This is an optimization exercise on Yosys and OpenROAD, whose aim is small area and a short achievable clock period, not a production implementation.
RTL that was checked went through simulation tests only; none was proved equivalent to the original.
No activity file was given, so power comes from the tool's default toggle rates.

==> job 2921 <==
==> flow/design.v (excerpt) <==
module bbox_top #(
    parameter int SIGFIG     = 24,
    parameter int RADIX      = 10,
    parameter int PIPE_DEPTH = 3
) (
    input  logic                clk,
    input  logic                rst_n,
    input  logic [9*SIGFIG-1:0] tri_in,
    input  logic [3*SIGFIG-1:0] color_in,
    input  logic                valid_in,
    input  logic                halt,
    input  logic [2*SIGFIG-1:0] screen,
    input  logic [3:0]          subsample,
    output logic [9*SIGFIG-1:0] tri_out,
    output logic [3*SIGFIG-1:0] color_out,
    output logic [4*SIGFIG-1:0] box_out,
    output logic                valid_out
);
export LEC_CHECK = 0
export ABC_CLOCK_PERIOD_IN_PS = 4000
export CAP_MARGIN = 20
export CORE_MARGIN = 2
export CORE_UTILIZATION = 50
export CTS_CLUSTER_DIAMETER = 80
export CTS_CLUSTER_SIZE = 25
export SLEW_MARGIN = 20
export SYNTH_HIERARCHICAL = 1
create_clock -name core_clock -period 15.0 [get_ports {clk}]
standard.sh (not shown) runs the stock make flow with config.mk's settings and CLKGATE_MAP_FILE= SYNTH_SCRIPT=/design/flow/synth_recipe.tcl, a recipe that flattens the netlist after the stock synthesis.
==> flow/flow/run.sh <==
#!/bin/bash
# The standard layout (standard.sh, synthesis unchanged), with two changes:
#  - every port still gets its buffer, but a plain buf_1 rather than the delay
#    buffer buffer_ports picks by default; timing repair resizes it as needed
#  - timing repair is asked to leave extra setup slack, so the resizer works
#    on the paths that set the achieved period
set -euo pipefail
bash standard.sh SETUP_SLACK_MARGIN=10.9 TNS_END_PERCENT=15 \
    "BUFFER_PORTS_ARGS=-buffer_cell sky130_fd_sc_hd__buf_1" finish > make_finish.log 2>&1
==> inputs of job 9382, as changes to job 2921 <==
==> flow/flow/run.sh (replaced) <==
#!/bin/bash
# The standard layout (standard.sh, synthesis unchanged), with two changes:
#  - every port still gets its buffer, but a plain buf_1 rather than the delay
#    buffer buffer_ports picks by default; timing repair resizes it as needed
#  - timing repair is asked to leave extra setup slack, so the resizer works
#    on the paths that set the achieved period
set -euo pipefail
bash standard.sh SETUP_SLACK_MARGIN=11.1 TNS_END_PERCENT=50 \
    "BUFFER_PORTS_ARGS=-buffer_cell sky130_fd_sc_hd__buf_1" finish > make_finish.log 2>&1
CORE_UTILIZATION = 45   (was 50)
==> inputs of job 2863, as changes to job 2921 <==
--- a/flow/design.v
+++ b/flow/design.v
@@ -4062,15 +4062,18 @@
     fa_c u_bfa262 (.a(bc171), .b(bs172), .c(row3_1[42]), .s(bs260), .co(bc261));
     fa_c u_bfa264 (.a(bc173), .b(bs174), .c(row2_1[43]), .s(bs262), .co(bc263));
     assign suma_b = {bc261, bc259, bc257, bc255, bc253, bc251, bc249, bc247, bc245, bc243, bc241, bc239, bc237, bc235, bc233, bc231, bc229, bc227, bc225, bc223, bc221, bc219, bc217, bc215, bc213, bc211, bc209, bc207, bc205, bc203, bc201, bc199, bc197, bc195, bc193, bc191, bc189, bc187, bc185, bc183, bc181, bc179, bc177, bs176};
     assign sumb_b = {bs262, bs260, bs258, bs256, bs254, bs252, bs250, bs248, bs246, bs244, bs242, bs240, bs238, bs236, bs234, bs232, bs230, bs228, bs226, bs224, bs222, bs220, bs218, bs216, bs214, bs212, bs210, bs208, bs206, bs204, bs202, bs200, bs198, bs196, bs194, bs192, bs190, bs188, bs186, bs184, bs182, bs180, bs178, xcar_1[1]};
     assign hsum_b = suma_b + sumb_b;
     logic backface_b;
     assign backface_b = hsum_b[44-1];
+    logic hi_past_b [2];
     logic [W-1:0] mask_b;
+    sk_lt hipx_i (.a(scr_b[0]), .b(hisn_b[0]), .lt(hi_past_b[0]));
+    sk_lt hipy_i (.a(scr_b[1]), .b(hisn_b[1]), .lt(hi_past_b[1]));
     coord_t lo_b [2];
     coord_t ll_b [2];
     coord_t hi_b [2];
     coord_t hisn_b [2];
     coord_t ur_b [2];
     coord_t scr_b [2];
     always_comb begin
@@ -4085,15 +4088,15 @@
             case (hisel1[a])
                 2'd0:    hi_b[a] = coord_t'(t1[(0*3+a)*W +: W]);
                 2'd1:    hi_b[a] = coord_t'(t1[(1*3+a)*W +: W]);
                 default: hi_b[a] = coord_t'(t1[(2*3+a)*W +: W]);
             endcase
             ll_b[a] = lo_b[a][W-1] ? '0 : (lo_b[a] & mask_b);
             hisn_b[a] = hi_b[a] & mask_b;
-            ur_b[a] = (hisn_b[a] > scr_b[a]) ? scr_b[a] : hisn_b[a];
+            ur_b[a] = hi_past_b[a] ? scr_b[a] : hisn_b[a];
         end
     end
     logic [4*W-1:0] box2;
     always_ff @(posedge clk or negedge rst_n) begin
         if (!rst_n) begin
             v0 <= 1'b0;
             v1 <= 1'b0;
==> flow/flow/run.sh (replaced) <==
#!/bin/bash
# The standard layout (standard.sh, synthesis unchanged), with two changes:
#  - every port still gets its buffer, but a plain buf_1 rather than the delay
#    buffer buffer_ports picks by default; timing repair resizes it as needed
#  - timing repair is asked to leave extra setup slack, so the resizer works
#    on the paths that set the achieved period
set -euo pipefail
bash standard.sh SETUP_SLACK_MARGIN=11.1 TNS_END_PERCENT=30 \
    "BUFFER_PORTS_ARGS=-buffer_cell sky130_fd_sc_hd__buf_1" finish > make_finish.log 2>&1
CORE_UTILIZATION = 55   (was 50)
==> summary.txt <==
First-iteration DRC count: job 2921 < job 2863 < job 9382.
Against job 2921, the combinational power of job 9382 is higher by about 6%.
In flip-flop and latch count, job 2863 and job 2921 do not differ.
Against job 2921, the die area of job 2863 is smaller by 8.6%.
Job 9382 produced a clean layout. Job 2863 finished with timing, DRC and antenna clean. Job 2921 completed without violations.
Non-clock buffer count: job 9382 > job 2921 > job 2863.
==> figures <==
quantity                                                            job 2921        job 2863        job 9382
Run status                                                    finished clean  finished clean  finished clean
Cell count after placement                                              9010            8871            9297
Post-synthesis compound-gate area fraction                             12.8%           12.9%           12.8%
Critical path data arrival time                                      1380 ps         1450 ps         1470 ps
Layout area overhead                                                   11.3%           12.1%           16.7%
Post-Synthesis Cell Area                                          85600 um^2      86000 um^2      85600 um^2
Post-synthesis area per instance                                   13.4 um^2       13.5 um^2       13.4 um^2
Multi-input logic portion of the cell area                             44.9%           45.4%           44.5%
Post-Route Utilization                                                 56.2%           62.0%           52.7%
Critical Path Sink                                               tri_out[75]    tri_out[149]     tri_out[74]
Maximum number of pins on one net before global-route repair             166             104              95
Setup WS pre-CTS                                                     8060 ps         8180 ps         8370 ps
Only the layout flow was run in job 2863; the RTL was not checked for function there.

==> inputs of run a <==
Another version of the RTL of bbox_top (not shown whole).
==> flow/config.mk <==
export PLATFORM = sky130hd
export DESIGN_NAME = bbox_top
export DESIGN_NICKNAME = bbox_top
export VERILOG_FILES = /design/flow/design.v
export SDC_FILE = /design/flow/constraint.sdc
export NUM_CORES = 4
export LEC_CHECK = 0
export ABC_CLOCK_PERIOD_IN_PS = 4000
export CAP_MARGIN = 20
export CORE_MARGIN = 2
export CORE_UTILIZATION = 45
export CTS_CLUSTER_DIAMETER = 80
export CTS_CLUSTER_SIZE = 25
export SLEW_MARGIN = 20
export SYNTH_HIERARCHICAL = 1
==> flow/constraint.sdc <==
create_clock -name core_clock -period 15.0 [get_ports {clk}]
set_input_delay 3.0000 -clock core_clock [delete_from_list [all_inputs] [get_ports {clk}]]
set_output_delay 3.0000 -clock core_clock [all_outputs]
set_load 0.01 [all_outputs]
==> flow/flow/run.sh <==
#!/bin/bash
# The standard layout (standard.sh, synthesis unchanged), with three changes:
#  - every port still gets its buffer, but a plain buf_1 rather than the delay
#    buffer buffer_ports picks by default; timing repair resizes it as needed
#  - timing repair up to clock tree synthesis is asked to leave extra setup
#    slack, so the resizer works on the paths that set the achieved period
#  - after global routing, timing repair only fixes real violations
set -euo pipefail
PORTS="BUFFER_PORTS_ARGS=-buffer_cell sky130_fd_sc_hd__buf_1"
bash standard.sh SETUP_SLACK_MARGIN=11.1 TNS_END_PERCENT=30 "$PORTS" cts > make_cts.log 2>&1
bash standard.sh "$PORTS" finish > make_finish.log 2>&1
==> inputs of run b, as changes to run a <==
--- a/flow/design.v
+++ b/flow/design.v
@@ -549,24 +549,26 @@
     booth_sd #(.W(W)) bsd1_i (
         .p(pi[1][1]), .q(pi[0][1]), .one(b1_one_in), .two(b1_two_in), .neg(b1_neg_in)
     );
     booth_sd #(.W(W)) bsd2_i (
         .p(pi[2][1]), .q(pi[1][1]), .one(b2_one_in), .two(b2_two_in), .neg(b2_neg_in)
     );
-    logic [1:0] lt02_in;
+    logic [1:0] lt02_in, lty_in;
     sk_lt lt02x_i (.a(pi[0][0]), .b(pi[2][0]), .lt(lt02_in[0]));
     sk_lt lt02y_i (.a(pi[0][1]), .b(pi[2][1]), .lt(lt02_in[1]));
+    sk_lt lt01y_i (.a(pi[0][1]), .b(pi[1][1]), .lt(lty_in[0]));
+    sk_lt lt12y_i (.a(pi[1][1]), .b(pi[2][1]), .lt(lty_in[1]));
     logic [9*W-1:0] t0, t1, t2;
     logic [3*W-1:0] c0, c1, c2;
     logic [2*W-1:0] scr0, scr1;
     logic [1:0]     k0, k1;
     logic           v0, v1, v2;
     logic [W:0]     ma1, ma2;
     logic [D-1:0]   b1_one, b1_two, b1_neg;
     logic [D-1:0]   b2_one, b2_two, b2_neg;
-    logic [1:0]     lt02_0;
+    logic [1:0]     lt02_0, lty0;
     logic [5:0]     lt0;
     logic pp1_0_0;
     logic pp1_0_1;
     logic pp1_0_2;
     logic pp1_0_3;
     logic pp1_0_4;
@@ -3620,34 +3622,12 @@
     assign row3_a = {1'b0, pp2_12_24, as1778, as1774, as1770, as1766, as1762, as1758, as1754, as1750, as1746, as1742, as1738, as1734, as1730, as1726, as1722, as1718, as1714, as1710, as1706, as1702, as1698, as1694, as1690, as1686, as1682, as1678, as1674, as1670, as1666, as1662, as1658, as1654, as1650, as1646, as1642, as1638, as1634, as1630, as1626, as1622, as1618, as1614};
     assign lowa_a = {ac1799, ac1797, ac1795, ac1793, ac1791, as1790};
     assign lowb_a = {as1800, as1798, as1796, as1794, as1792, b2_neg[0]};
     assign xcar_a = {ac1801, ac1789};
     assign lowsum_a = {1'b0, lowa_a} + {1'b0, lowb_a};
     assign cin_a    = lowsum_a[6];
-    logic [1:0] lty0;
-    logic [15:0] tnz [2][5];
-    logic [15:0] tsg [2][5];
-    always_comb begin
-        for (int k = 0; k < 16; k++) begin
-            tnz[0][0][k] = (k < D) ? (b1_one[k] | b1_two[k]) : 1'b0;
-            tsg[0][0][k] = (k < D) ? b1_neg[k] : 1'b0;
-            tnz[1][0][k] = (k < D) ? (b2_one[k] | b2_two[k]) : 1'b0;
-            tsg[1][0][k] = (k < D) ? b2_neg[k] : 1'b0;
-        end
-        for (int m = 0; m < 2; m++) begin
-            for (int l = 0; l < 4; l++) begin
-                tnz[m][l+1] = '0;
-                tsg[m][l+1] = '0;
-                for (int k = 0; k < (16 >> (l + 1)); k++) begin
-                    tnz[m][l+1][k] = tnz[m][l][2*k+1] | tnz[m][l][2*k];
-                    tsg[m][l+1][k] = tnz[m][l][2*k+1] ? tsg[m][l][2*k+1] : tsg[m][l][2*k];
-                end
-            end
-            lty0[m] = tnz[m][4][0] & ~tsg[m][4][0];
-        end
-    end
     always_comb begin
         lt0[0] = ma2[W];                  
         lt0[1] = lt02_0[0];
         lt0[2] = !ma1[W] && (|ma1);       
         lt0[3] = lty0[0];
         lt0[4] = lt02_0[1];
@@ -4083,13 +4063,16 @@
     fa_c u_bfa264 (.a(bc173), .b(bs174), .c(row2_1[43]), .s(bs262), .co(bc263));
     assign suma_b = {bc261, bc259, bc257, bc255, bc253, bc251, bc249, bc247, bc245, bc243, bc241, bc239, bc237, bc235, bc233, bc231, bc229, bc227, bc225, bc223, bc221, bc219, bc217, bc215, bc213, bc211, bc209, bc207, bc205, bc203, bc201, bc199, bc197, bc195, bc193, bc191, bc189, bc187, bc185, bc183, bc181, bc179, bc177, bs176};
     assign sumb_b = {bs262, bs260, bs258, bs256, bs254, bs252, bs250, bs248, bs246, bs244, bs242, bs240, bs238, bs236, bs234, bs232, bs230, bs228, bs226, bs224, bs222, bs220, bs218, bs216, bs214, bs212, bs210, bs208, bs206, bs204, bs202, bs200, bs198, bs196, bs194, bs192, bs190, bs188, bs186, bs184, bs182, bs180, bs178, xcar_1[1]};
     assign hsum_b = suma_b + sumb_b;
     logic backface_b;
     assign backface_b = hsum_b[44-1];
+    logic hi_past_b [2];
     logic [W-1:0] mask_b;
+    sk_lt hipx_i (.a(scr_b[0]), .b(hisn_b[0]), .lt(hi_past_b[0]));
+    sk_lt hipy_i (.a(scr_b[1]), .b(hisn_b[1]), .lt(hi_past_b[1]));
     coord_t lo_b [2];
     coord_t ll_b [2];
     coord_t hi_b [2];
     coord_t hisn_b [2];
     coord_t ur_b [2];
     coord_t scr_b [2];
@@ -4106,13 +4089,13 @@
                 2'd0:    hi_b[a] = coord_t'(t1[(0*3+a)*W +: W]);
                 2'd1:    hi_b[a] = coord_t'(t1[(1*3+a)*W +: W]);
                 default: hi_b[a] = coord_t'(t1[(2*3+a)*W +: W]);
             endcase
             ll_b[a] = lo_b[a][W-1] ? '0 : (lo_b[a] & mask_b);
             hisn_b[a] = hi_b[a] & mask_b;
-            ur_b[a] = (hisn_b[a] > scr_b[a]) ? scr_b[a] : hisn_b[a];
+            ur_b[a] = hi_past_b[a] ? scr_b[a] : hisn_b[a];
         end
     end
     logic [4*W-1:0] box2;
     always_ff @(posedge clk or negedge rst_n) begin
         if (!rst_n) begin
             v0 <= 1'b0;
@@ -4136,12 +4119,13 @@
             b1_two    <= b1_two_in;
             b1_neg    <= b1_neg_in;
             b2_one    <= b2_one_in;
             b2_two    <= b2_two_in;
             b2_neg    <= b2_neg_in;
             lt02_0    <= lt02_in;
+            lty0      <= lty_in;
             t1        <= t0;
             c1        <= c0;
             k1        <= k0;
             row0_1 <= row0_a;
             row1_1 <= row1_a;
             row2_1 <= row2_a;
- CORE_UTILIZATION: 45 -> 55
==> summary of the runs <==
Between run b and run a, the lower via count is in run a (gap about 2.3%, measured against run a).
Between run a and run b, the lower non-clock buffer count is in run a (gap 10).
In run b the critical path depth is lower than in run a, by 12.
In run b the die area is smaller than in run a, by about 16%.
Routed wire length: run b is larger than run a (1.0%).
In run b the clock-buffer cell count is lower than in run a, by 4.
Function was not checked in any run of this note: the RTL went through the layout flow alone.

static timing again, ports no longer ideal:
In the flow no input, the clock included, has a driving cell. The finished layouts below were timed again as built, in two steps. Step 1, drivers: a clkbuf_16 drives clk and a buf_2 each remaining input, both assumed. Step 2 adds t to the input delays and takes it off the output delays; t is the mean of the earliest and latest rising clock arrival at the registers after step 1. Input paths then give back, and output paths get back, about the clock's delay inside the block. Three values: ideal, step 1, step 2; two values: the first two.
run | t, ns | slack for setup (ns) | worst setup path after step 2
job 2921 | 0.830 | 10.622 / 10.540 / 9.915 | input to register
job 9382 | 0.820 | 10.531 / 10.447 / 10.166 | input to register
job 2863 | 0.809 | 10.554 / 10.467 / 9.995 | input to register
run a | 0.827 | 10.399 / 10.399 / 9.625 | input to register
run b | 0.814 | 10.538 / 10.465 / 9.742 | input to register
After both steps setup and hold are still met in every run listed. For run b, which loses most, drivers alone change the setup slack by -0.073 ns; drivers and shift together by -0.796 ns.
